Context: an optimization exercise on an open-source flow, tuned for small area. The choices shown serve that exercise and are no tape-out recipe.
At most, simulation tests tie the RTL to the original design; equivalence was not proved.
Power and IR drop assume default switching activity.

==> inputs of run a <==
==> flow/design.v <==
package deq_pkg;
  localparam int WORD_W  = 32;
  localparam int COUNT_W = 5;
  localparam logic [WORD_W-1:0] WORD_NONE = '1;
  typedef enum logic [2:0] {
    KIND_PUSH_FRONT = 3'd0,
    KIND_PUSH_BACK  = 3'd1,
    KIND_POP_FRONT  = 3'd2,
    KIND_POP_BACK   = 3'd3,
    KIND_CLEAR      = 3'd4,
    KIND_REVERSE    = 3'd5
  } deq_kind_t;
  typedef enum logic {
    ST_IDLE,
    ST_FILL
  } deq_state_t;
  typedef struct packed {
    logic                push_dropped;
    logic                is_empty;
    logic [COUNT_W-1:0]  entry_count;
    logic [WORD_W-1:0]   back_value;
    logic [WORD_W-1:0]   front_value;
    logic                popped_ok;
    logic [WORD_W-1:0]   popped_value;
  } deq_res_t;
endpackage
module deq_store #(
  parameter int DEPTH = 16
) (
  input  logic                       clk,
  input  logic                       wr_now,
  input  logic [deq_pkg::WORD_W-1:0] wr_data,
  output logic [deq_pkg::WORD_W-1:0] tap
);
  localparam int W = deq_pkg::WORD_W;
  logic [DEPTH*W-1:0] ring;
  assign tap = wr_now ? wr_data : ring[DEPTH*W-1 -: W];
  always_ff @(posedge clk) begin
    ring <= {ring[(DEPTH-1)*W-1:0], tap};
  end
endmodule
module deq_ctrl #(
  parameter int AW = 4,
  parameter int CW = 5
) (
  input  logic          clk,
  input  logic          rst_n,
  input  logic [2:0]    kind,
  input  logic          accept,
  output logic          last,          
  output logic          ahead,         
  output logic [CW-1:0] count,
  output logic          do_pop,
  output logic          dropped,
  output logic          none_after,    
  output logic          w_hit,         
  output logic          p_hit,         
  output logic          f_hit,         
  output logic          b_hit          
);
  localparam logic [AW-1:0] ONE       = 1;
  localparam logic [AW-1:0] MINUS_ONE = {AW{1'b1}};
  localparam logic [AW-1:0] MINUS_TWO = {AW{1'b1}} - 1'b1;
  logic [AW-1:0] off_r, off_nxt, nxt;
  logic [CW-1:0] cnt_r, cnt_nxt;
  logic          rev_r, rev_nxt;
  logic [AW-1:0] e;                    
  logic          is_push, is_pop, is_clr, is_rev, low_side, full, empty, do_push;
  logic          d_m1, d_0, d_p1, e_0, e_m1, e_m2, lo_hit, hi_hit;
  assign is_push  = (kind[2:1] == 2'b00);
  assign is_pop   = (kind[2:1] == 2'b01);
  assign is_clr   = (kind == 3'd4);
  assign is_rev   = (kind == 3'd5);
  assign low_side = ~(kind[0] ^ rev_r);
  assign full     = cnt_r[CW-1];
  assign empty    = (cnt_r == '0);
  assign do_push  = is_push & ~full;
  assign do_pop   = is_pop & ~empty;
  assign dropped  = is_push & full;
  assign nxt   = off_r + 1'b1;
  assign e     = nxt - cnt_r[AW-1:0];
  assign d_m1  = (nxt == MINUS_ONE);
  assign d_0   = (nxt == '0);
  assign d_p1  = (nxt == ONE);
  assign e_0   = (e == '0);
  assign e_m1  = (e == MINUS_ONE);
  assign e_m2  = (e == MINUS_TWO);
  assign last  = (off_r == MINUS_ONE);
  assign ahead = d_m1;
  always_comb begin
    cnt_nxt = cnt_r;
    off_nxt = nxt;
    lo_hit  = d_0;
    hi_hit  = e_m1;
    w_hit   = 1'b0;
    p_hit   = 1'b0;
    if (do_push) begin
      cnt_nxt = cnt_r + 1'b1;
      if (low_side) begin
        off_nxt = off_r + 2'd2;
        lo_hit  = d_m1;
        w_hit   = d_m1;
      end else begin
        hi_hit  = e_0;
        w_hit   = e_0;
      end
    end else if (do_pop) begin
      cnt_nxt = cnt_r - 1'b1;
      if (low_side) begin
        off_nxt = off_r;
        lo_hit  = d_p1;
        p_hit   = d_0;
      end else begin
        hi_hit  = e_m2;
        p_hit   = e_m1;
      end
    end else if (is_clr) begin
      cnt_nxt = '0;
    end
  end
  assign rev_nxt    = rev_r ^ is_rev;
  assign none_after = (cnt_nxt == '0);
  assign f_hit      = rev_nxt ? hi_hit : lo_hit;
  assign b_hit      = rev_nxt ? lo_hit : hi_hit;
  assign count      = cnt_r;
  always_ff @(posedge clk) begin
    if (!rst_n) begin
      off_r <= '0;
      cnt_r <= '0;
      rev_r <= 1'b0;
    end else begin
      off_r <= accept ? off_nxt : nxt;
      if (accept) begin
        cnt_r <= cnt_nxt;
        rev_r <= rev_nxt;
      end
    end
  end
endmodule
module double_ended_queue_unit #(
  parameter int DEPTH = 16
) (
  input  logic         clk,
  input  logic         rst_n,
  input  logic         in_tvalid,
  output logic         in_tready,
  input  logic [39:0]  in_tdata,
  input  logic [2:0]   in_tuser,
  output logic         out_tvalid,
  input  logic         out_tready,
  output logic [103:0] out_tdata
);
  localparam int W  = deq_pkg::WORD_W;
  localparam int AW = $clog2(DEPTH);
  localparam int CW = $clog2(DEPTH + 1);
  logic          busy, force_r, wr_r, ldp_r, ldf_r, ldb_r;
  logic          out_valid_r;
  logic          pok_r, drop_r;
  logic [W-1:0]  pop_r, front_r, back_r;
  logic          last, ahead, begin_now, sweep_next, accept;
  logic [W-1:0]  tap, tap_or;
  logic [CW-1:0] count;
  logic          do_pop, dropped, none_after, w_hit, p_hit, f_hit, b_hit;
  assign begin_now  = ~busy & ~force_r & ahead & in_tvalid & (~out_valid_r | out_tready);
  assign sweep_next = force_r | (busy & ~last);
  assign in_tready  = busy & last;
  assign accept     = in_tvalid & in_tready;
  deq_ctrl #(
    .AW(AW),
    .CW(CW)
  ) u_ctrl (
    .clk       (clk),
    .rst_n     (rst_n),
    .kind      (in_tuser),
    .accept    (accept),
    .last      (last),
    .ahead     (ahead),
    .count     (count),
    .do_pop    (do_pop),
    .dropped   (dropped),
    .none_after(none_after),
    .w_hit     (w_hit),
    .p_hit     (p_hit),
    .f_hit     (f_hit),
    .b_hit     (b_hit)
  );
  deq_store #(
    .DEPTH(DEPTH)
  ) u_store (
    .clk    (clk),
    .wr_now (wr_r),
    .wr_data(in_tdata[W-1:0]),
    .tap    (tap)
  );
  assign tap_or = tap | {W{force_r}};
  always_ff @(posedge clk) begin
    if (!rst_n) begin
      busy        <= 1'b0;
      force_r     <= 1'b0;
      wr_r        <= 1'b0;
      ldp_r       <= 1'b0;
      ldf_r       <= 1'b0;
      ldb_r       <= 1'b0;
      out_valid_r <= 1'b0;
    end else begin
      busy        <= sweep_next;
      force_r     <= begin_now;
      wr_r        <= sweep_next & w_hit;
      ldp_r       <= begin_now ? ~do_pop : (sweep_next & p_hit);
      ldf_r       <= begin_now ? none_after : (sweep_next & ~none_after & f_hit);
      ldb_r       <= begin_now ? none_after : (sweep_next & ~none_after & b_hit);
      out_valid_r <= accept | (out_valid_r & ~out_tready);
    end
  end
  always_ff @(posedge clk) begin
    if (accept) begin
      pok_r  <= do_pop;
      drop_r <= dropped;
    end
    if (ldp_r) begin
      pop_r <= tap_or;
    end
    if (ldf_r) begin
      front_r <= tap_or;
    end
    if (ldb_r) begin
      back_r <= tap_or;
    end
  end
  assign out_tvalid = out_valid_r;
  assign out_tdata  = {drop_r, (count == '0), count, back_r, front_r, pok_r, pop_r};
endmodule
==> flow/flow/run.sh <==
#!/bin/bash
# Standard layout, with the port buffers made of the smallest buffer cell.
set -euo pipefail
export BUFFER_PORTS_ARGS="-buffer_cell sky130_fd_sc_hd__buf_1"
bash standard.sh > flow.log 2>&1
==> flow/standard.sh <==
#!/bin/bash
# synth_recipe.tcl (not shown) runs the flow's synth.tcl, then flattens the netlist and writes it again
# the make line also repeats each setting of config.mk as NAME=value (left out here)
make -C /OpenROAD-flow-scripts/flow DESIGN_CONFIG=/design/flow/config.mk WORK_HOME=/design/flow/orfs CLKGATE_MAP_FILE= SYNTH_SCRIPT=/design/flow/synth_recipe.tcl "${@:-finish}"
==> flow/config.mk <==
export PLATFORM = sky130hd
export DESIGN_NAME = double_ended_queue_unit
export DESIGN_NICKNAME = double_ended_queue_unit
export VERILOG_FILES = /design/flow/design.v
export SDC_FILE = /design/flow/constraint.sdc
export NUM_CORES = 4
export LEC_CHECK = 0
export CAP_MARGIN = 20
export CORE_MARGIN = 2
export CORE_UTILIZATION = 40
export CTS_BUF_LIST = sky130_fd_sc_hd__clkbuf_16
export CTS_CLUSTER_DIAMETER = 90
export CTS_CLUSTER_SIZE = 36
export SLEW_MARGIN = 20
==> flow/constraint.sdc <==
create_clock -name core_clock -period 5.0 [get_ports {clk}]
set_input_delay 1.0000 -clock core_clock [delete_from_list [all_inputs] [get_ports {clk}]]
set_output_delay 1.0000 -clock core_clock [all_outputs]
set_load 0.01 [all_outputs]
==> run b (differences from run a) <==
--- a/flow/design.v
+++ b/flow/design.v
@@ -50,3 +50,2 @@
   output logic          last,          
-  output logic          ahead,         
   output logic [CW-1:0] count,
@@ -60,6 +59,5 @@
 );
-  localparam logic [AW-1:0] ONE       = 1;
-  localparam logic [AW-1:0] MINUS_ONE = {AW{1'b1}};
+  localparam logic [AW-1:0] ONE = 1;
   localparam logic [AW-1:0] MINUS_TWO = {AW{1'b1}} - 1'b1;
-  logic [AW-1:0] off_r, off_nxt, nxt;
+  logic [AW-1:0] off_r, off_nxt;
   logic [CW-1:0] cnt_r, cnt_nxt;
@@ -79,15 +77,13 @@
   assign dropped  = is_push & full;
-  assign nxt   = off_r + 1'b1;
-  assign e     = nxt - cnt_r[AW-1:0];
-  assign d_m1  = (nxt == MINUS_ONE);
-  assign d_0   = (nxt == '0);
-  assign d_p1  = (nxt == ONE);
-  assign e_0   = (e == '0);
-  assign e_m1  = (e == MINUS_ONE);
-  assign e_m2  = (e == MINUS_TWO);
-  assign last  = (off_r == MINUS_ONE);
-  assign ahead = d_m1;
+  assign e    = off_r - cnt_r[AW-1:0];
+  assign d_m1 = (off_r == '1);
+  assign d_0  = (off_r == '0);
+  assign d_p1 = (off_r == ONE);
+  assign e_0  = (e == '0);
+  assign e_m1 = (e == '1);
+  assign e_m2 = (e == MINUS_TWO);
+  assign last = d_m1;
   always_comb begin
     cnt_nxt = cnt_r;
-    off_nxt = nxt;
+    off_nxt = off_r + 1'b1;
     lo_hit  = d_0;
@@ -131,3 +127,3 @@
     end else begin
-      off_r <= accept ? off_nxt : nxt;
+      off_r <= accept ? off_nxt : off_r + 1'b1;
       if (accept) begin
@@ -155,3 +151,3 @@
   localparam int CW = $clog2(DEPTH + 1);
-  logic          busy, force_r, wr_r, ldp_r, ldf_r, ldb_r;
+  logic          busy;
   logic          out_valid_r;
@@ -159,3 +155,3 @@
   logic [W-1:0]  pop_r, front_r, back_r;
-  logic          last, ahead, begin_now, sweep_next, accept;
+  logic          last, start, accept, wr_now, force_ones;
   logic [W-1:0]  tap, tap_or;
@@ -163,6 +159,5 @@
   logic          do_pop, dropped, none_after, w_hit, p_hit, f_hit, b_hit;
-  assign begin_now  = ~busy & ~force_r & ahead & in_tvalid & (~out_valid_r | out_tready);
-  assign sweep_next = force_r | (busy & ~last);
-  assign in_tready  = busy & last;
-  assign accept     = in_tvalid & in_tready;
+  assign start     = ~busy & last & in_tvalid & (~out_valid_r | out_tready);
+  assign in_tready = busy & last;
+  assign accept    = in_tvalid & in_tready;
   deq_ctrl #(
@@ -176,3 +171,2 @@
     .last      (last),
-    .ahead     (ahead),
     .count     (count),
@@ -186,2 +180,3 @@
   );
+  assign wr_now = busy & w_hit;
   deq_store #(
@@ -190,3 +185,3 @@
     .clk    (clk),
-    .wr_now (wr_r),
+    .wr_now (wr_now),
     .wr_data(in_tdata[W-1:0]),
@@ -194,3 +189,4 @@
   );
-  assign tap_or = tap | {W{force_r}};
+  assign force_ones = start;
+  assign tap_or     = tap | {W{force_ones}};
   always_ff @(posedge clk) begin
@@ -198,15 +194,5 @@
       busy        <= 1'b0;
-      force_r     <= 1'b0;
-      wr_r        <= 1'b0;
-      ldp_r       <= 1'b0;
-      ldf_r       <= 1'b0;
-      ldb_r       <= 1'b0;
       out_valid_r <= 1'b0;
     end else begin
-      busy        <= sweep_next;
-      force_r     <= begin_now;
-      wr_r        <= sweep_next & w_hit;
-      ldp_r       <= begin_now ? ~do_pop : (sweep_next & p_hit);
-      ldf_r       <= begin_now ? none_after : (sweep_next & ~none_after & f_hit);
-      ldb_r       <= begin_now ? none_after : (sweep_next & ~none_after & b_hit);
+      busy        <= busy ? ~last : start;
       out_valid_r <= accept | (out_valid_r & ~out_tready);
@@ -219,9 +205,9 @@
     end
-    if (ldp_r) begin
+    if (force_ones ? ~do_pop : (busy & p_hit)) begin
       pop_r <= tap_or;
     end
-    if (ldf_r) begin
+    if (force_ones ? none_after : (busy & ~none_after & f_hit)) begin
       front_r <= tap_or;
     end
-    if (ldb_r) begin
+    if (force_ones ? none_after : (busy & ~none_after & b_hit)) begin
       back_r <= tap_or;
--- a/flow/config.mk
+++ b/flow/config.mk
@@ -9,3 +9,3 @@
 export CORE_MARGIN = 2
-export CORE_UTILIZATION = 40
+export CORE_UTILIZATION = 55
 export CTS_BUF_LIST = sky130_fd_sc_hd__clkbuf_16
@@ -13,2 +13,3 @@
 export CTS_CLUSTER_SIZE = 36
+export PLACE_DENSITY = 0.7
 export SLEW_MARGIN = 20
==> run c (differences from run a) <==
--- a/flow/design.v
+++ b/flow/design.v
@@ -31,2 +31,4 @@
   input  logic                       wr_now,
+  input  logic                       keep_now,    
+  input  logic                       ones_now,
   input  logic [deq_pkg::WORD_W-1:0] wr_data,
@@ -36,3 +38,3 @@
   logic [DEPTH*W-1:0] ring;
-  assign tap = wr_now ? wr_data : ring[DEPTH*W-1 -: W];
+  assign tap = (wr_data & {W{wr_now}}) | (ring[DEPTH*W-1 -: W] & {W{keep_now}}) | {W{ones_now}};
   always_ff @(posedge clk) begin
@@ -60,11 +62,13 @@
 );
-  localparam logic [AW-1:0] ONE       = 1;
-  localparam logic [AW-1:0] MINUS_ONE = {AW{1'b1}};
-  localparam logic [AW-1:0] MINUS_TWO = {AW{1'b1}} - 1'b1;
-  logic [AW-1:0] off_r, off_nxt, nxt;
-  logic [CW-1:0] cnt_r, cnt_nxt;
+  localparam logic [AW-1:0] M1 = {AW{1'b1}};
+  localparam logic [AW-1:0] M2 = {AW{1'b1}} - 1'b1;
+  localparam logic [AW-1:0] M3 = {AW{1'b1}} - 2'd2;
+  localparam logic [AW-1:0] ONE = 1;
+  logic [AW-1:0] off_r, off_load;
+  logic [CW-1:0] cnt_r, cnt_step;
   logic          rev_r, rev_nxt;
-  logic [AW-1:0] e;                    
+  logic [AW-1:0] f;                    
   logic          is_push, is_pop, is_clr, is_rev, low_side, full, empty, do_push;
-  logic          d_m1, d_0, d_p1, e_0, e_m1, e_m2, lo_hit, hi_hit;
+  logic          push_lo, push_hi, pop_lo, pop_hi;
+  logic          o_m2, o_m1, o_0, f_m1, f_m2, f_m3, lo_hit, hi_hit;
   assign is_push  = (kind[2:1] == 2'b00);
@@ -79,45 +83,23 @@
   assign dropped  = is_push & full;
-  assign nxt   = off_r + 1'b1;
-  assign e     = nxt - cnt_r[AW-1:0];
-  assign d_m1  = (nxt == MINUS_ONE);
-  assign d_0   = (nxt == '0);
-  assign d_p1  = (nxt == ONE);
-  assign e_0   = (e == '0);
-  assign e_m1  = (e == MINUS_ONE);
-  assign e_m2  = (e == MINUS_TWO);
-  assign last  = (off_r == MINUS_ONE);
-  assign ahead = d_m1;
-  always_comb begin
-    cnt_nxt = cnt_r;
-    off_nxt = nxt;
-    lo_hit  = d_0;
-    hi_hit  = e_m1;
-    w_hit   = 1'b0;
-    p_hit   = 1'b0;
-    if (do_push) begin
-      cnt_nxt = cnt_r + 1'b1;
-      if (low_side) begin
-        off_nxt = off_r + 2'd2;
-        lo_hit  = d_m1;
-        w_hit   = d_m1;
-      end else begin
-        hi_hit  = e_0;
-        w_hit   = e_0;
-      end
-    end else if (do_pop) begin
-      cnt_nxt = cnt_r - 1'b1;
-      if (low_side) begin
-        off_nxt = off_r;
-        lo_hit  = d_p1;
-        p_hit   = d_0;
-      end else begin
-        hi_hit  = e_m2;
-        p_hit   = e_m1;
-      end
-    end else if (is_clr) begin
-      cnt_nxt = '0;
-    end
-  end
+  assign push_lo  = do_push & low_side;
+  assign push_hi  = do_push & ~low_side;
+  assign pop_lo   = do_pop & low_side;
+  assign pop_hi   = do_pop & ~low_side;
+  assign f     = off_r - cnt_r[AW-1:0];
+  assign o_m2  = (off_r == M2);
+  assign o_m1  = (off_r == M1);
+  assign o_0   = (off_r == '0);
+  assign f_m1  = (f == M1);
+  assign f_m2  = (f == M2);
+  assign f_m3  = (f == M3);
+  assign last  = o_m1;
+  assign ahead = o_m2;
+  assign w_hit  = push_lo ? o_m2 : (push_hi & f_m1);
+  assign p_hit  = pop_lo ? o_m1 : (pop_hi & f_m2);
+  assign lo_hit = push_lo ? o_m2 : (pop_lo ? o_0 : o_m1);
+  assign hi_hit = push_hi ? f_m1 : (pop_hi ? f_m3 : f_m2);
+  assign off_load = push_lo ? ONE : (pop_lo ? M1 : '0);
+  assign cnt_step = do_push ? 1 : (do_pop ? '1 : '0);
   assign rev_nxt    = rev_r ^ is_rev;
-  assign none_after = (cnt_nxt == '0);
+  assign none_after = is_clr | (empty & ~do_push) | (pop_lo | pop_hi) & (cnt_r == 1);
   assign f_hit      = rev_nxt ? hi_hit : lo_hit;
@@ -131,5 +113,5 @@
     end else begin
-      off_r <= accept ? off_nxt : nxt;
+      off_r <= accept ? off_load : off_r + 1'b1;
       if (accept) begin
-        cnt_r <= cnt_nxt;
+        cnt_r <= is_clr ? '0 : cnt_r + cnt_step;
         rev_r <= rev_nxt;
@@ -155,3 +137,3 @@
   localparam int CW = $clog2(DEPTH + 1);
-  logic          busy, force_r, wr_r, ldp_r, ldf_r, ldb_r;
+  logic          busy, force_r, ones_r, wr_r, keep_r, ldp_r, ldf_r, ldb_r;
   logic          out_valid_r;
@@ -159,4 +141,4 @@
   logic [W-1:0]  pop_r, front_r, back_r;
-  logic          last, ahead, begin_now, sweep_next, accept;
-  logic [W-1:0]  tap, tap_or;
+  logic          last, ahead, begin_now, ones_ok, sweep_next, accept;
+  logic [W-1:0]  tap;
   logic [CW-1:0] count;
@@ -164,2 +146,3 @@
   assign begin_now  = ~busy & ~force_r & ahead & in_tvalid & (~out_valid_r | out_tready);
+  assign ones_ok    = begin_now & (~count[CW-1] | none_after);
   assign sweep_next = force_r | (busy & ~last);
@@ -189,8 +172,9 @@
   ) u_store (
-    .clk    (clk),
-    .wr_now (wr_r),
-    .wr_data(in_tdata[W-1:0]),
-    .tap    (tap)
+    .clk     (clk),
+    .wr_now  (wr_r),
+    .keep_now(keep_r),
+    .ones_now(ones_r),
+    .wr_data (in_tdata[W-1:0]),
+    .tap     (tap)
   );
-  assign tap_or = tap | {W{force_r}};
   always_ff @(posedge clk) begin
@@ -199,6 +183,2 @@
       force_r     <= 1'b0;
-      wr_r        <= 1'b0;
-      ldp_r       <= 1'b0;
-      ldf_r       <= 1'b0;
-      ldb_r       <= 1'b0;
       out_valid_r <= 1'b0;
@@ -207,8 +187,12 @@
       force_r     <= begin_now;
-      wr_r        <= sweep_next & w_hit;
-      ldp_r       <= begin_now ? ~do_pop : (sweep_next & p_hit);
-      ldf_r       <= begin_now ? none_after : (sweep_next & ~none_after & f_hit);
-      ldb_r       <= begin_now ? none_after : (sweep_next & ~none_after & b_hit);
       out_valid_r <= accept | (out_valid_r & ~out_tready);
     end
+  end
+  always_ff @(posedge clk) begin
+    ones_r <= ones_ok;
+    wr_r   <= sweep_next & w_hit;
+    keep_r <= ~(sweep_next & w_hit);
+    ldp_r  <= begin_now ? (ones_ok & ~do_pop) : (sweep_next & p_hit);
+    ldf_r  <= begin_now ? none_after : (sweep_next & ~none_after & f_hit);
+    ldb_r  <= begin_now ? none_after : (sweep_next & ~none_after & b_hit);
   end
@@ -220,9 +204,9 @@
     if (ldp_r) begin
-      pop_r <= tap_or;
+      pop_r <= tap;
     end
     if (ldf_r) begin
-      front_r <= tap_or;
+      front_r <= tap;
     end
     if (ldb_r) begin
-      back_r <= tap_or;
+      back_r <= tap;
     end
--- a/flow/config.mk
+++ b/flow/config.mk
@@ -9,6 +9,7 @@
 export CORE_MARGIN = 2
-export CORE_UTILIZATION = 40
-export CTS_BUF_LIST = sky130_fd_sc_hd__clkbuf_16
-export CTS_CLUSTER_DIAMETER = 90
-export CTS_CLUSTER_SIZE = 36
+export CORE_UTILIZATION = 55
+export CTS_BUF_LIST = sky130_fd_sc_hd__clkbuf_8
+export CTS_CLUSTER_DIAMETER = 50
+export CTS_CLUSTER_SIZE = 18
+export PLACE_DENSITY = 0.7
 export SLEW_MARGIN = 20
==> notes.md <==
| item | run c | run b | run a |
|---|---|---|---|
| Clock buffer count | 51 | 21 | 22 |
| Placed Instance Area | 15800 um^2 | 16200 um^2 | 16400 um^2 |
| DR vias/cell | 4.63 | 4.70 | 4.11 |
| Share of the synthesized area in compound gates (AO/OA/AOI/OAI) | 4.02% | 6.19% | 2.29% |
| Final core occ | 62.4% | 62.0% | 45.2% |
| Status | no timing/DRC/antenna violations | no timing/DRC/antenna violations | no timing/DRC/antenna violations |
| Sw Ratio | 19.7% | 19.3% | 19.4% |
| CTS H-tree depth | 2 | 1 | 1 |
| Clock Network Area Fraction | 5.45% | 3.54% | 3.90% |
| Sequential Area | 13600 um^2 | 13400 um^2 | 13500 um^2 |
| Vias in the first global route | 6314 | 6361 | 5921 |
| Largest fanout on the critical path | 10 | 16 | 8 |
| Leakage component of the power | 6.34 nW | 6.55 nW | 6.56 nW |
| Clock Power | 2.56 mW | 2.13 mW | 2.24 mW |
| Smallest setup slack after layout | 1970 ps | 1020 ps | 1870 ps |
| Int Power | 6.24 mW | 5.91 mW | 5.98 mW |
| Register area share after synthesis | 91.3% | 88.2% | 88.6% |
| Count of flip-flops and latches | 629 | 622 | 627 |
| Synthesized-area fraction occupied by adder cells | 0.808% | 0.871% | 1.03% |
| Slowest-stage cell, CP | or4_4 | o31ai_4 | or4b_4 |
| Total number of tap cells | 341 | 372 | 511 |
| Net load switching power | 1.53 mW | 1.41 mW | 1.44 mW |
| Routed met2 length | 9280 um | 9890 um | 8700 um |
| Tmin final | 3030 ps | 3980 ps | 3130 ps |
| Logic depth of the worst setup path including buffers | 3 | 9 | 5 |
The RTL of run a was laid out without a check of its function.

==> port drivers added, routing unchanged <==
How much do the figures lean on ideal ports? The routed layouts below were timed once more, with nothing changed but the port constraints. Step 1 sets driving cells, clkbuf_16 on the clock port and buf_2 on the other inputs (assumed; they add their load-dependent delay and slew). Step 2 moves the port delays by t, midway between the first and last clock arrival at a register: inputs arrive t later, outputs are due t later. That takes back most of the time a late clock gives input paths. Slacks: ideal / step 1 / step 2; pairs: ideal / step 1.
run	shift t [ns]	setup slack, ns	worst setup path at the end	worst register clock-pin slew, ns	worst slew at a driven data input, ns
run a	0.591	1.868 / 1.818 / 1.693	input to register	0.12 / 0.12	0.07
run b	0.583	1.022 / 1.022 / 0.843	input to register	0.12 / 0.12	0.08
run c	0.596	1.966 / 1.924 / 1.760	input to register	0.11 / 0.11	0.07
After both steps setup and hold are still met in every run listed. For run c, which loses most, drivers alone change the setup slack by -0.042 ns; drivers and shift together by -0.206 ns.
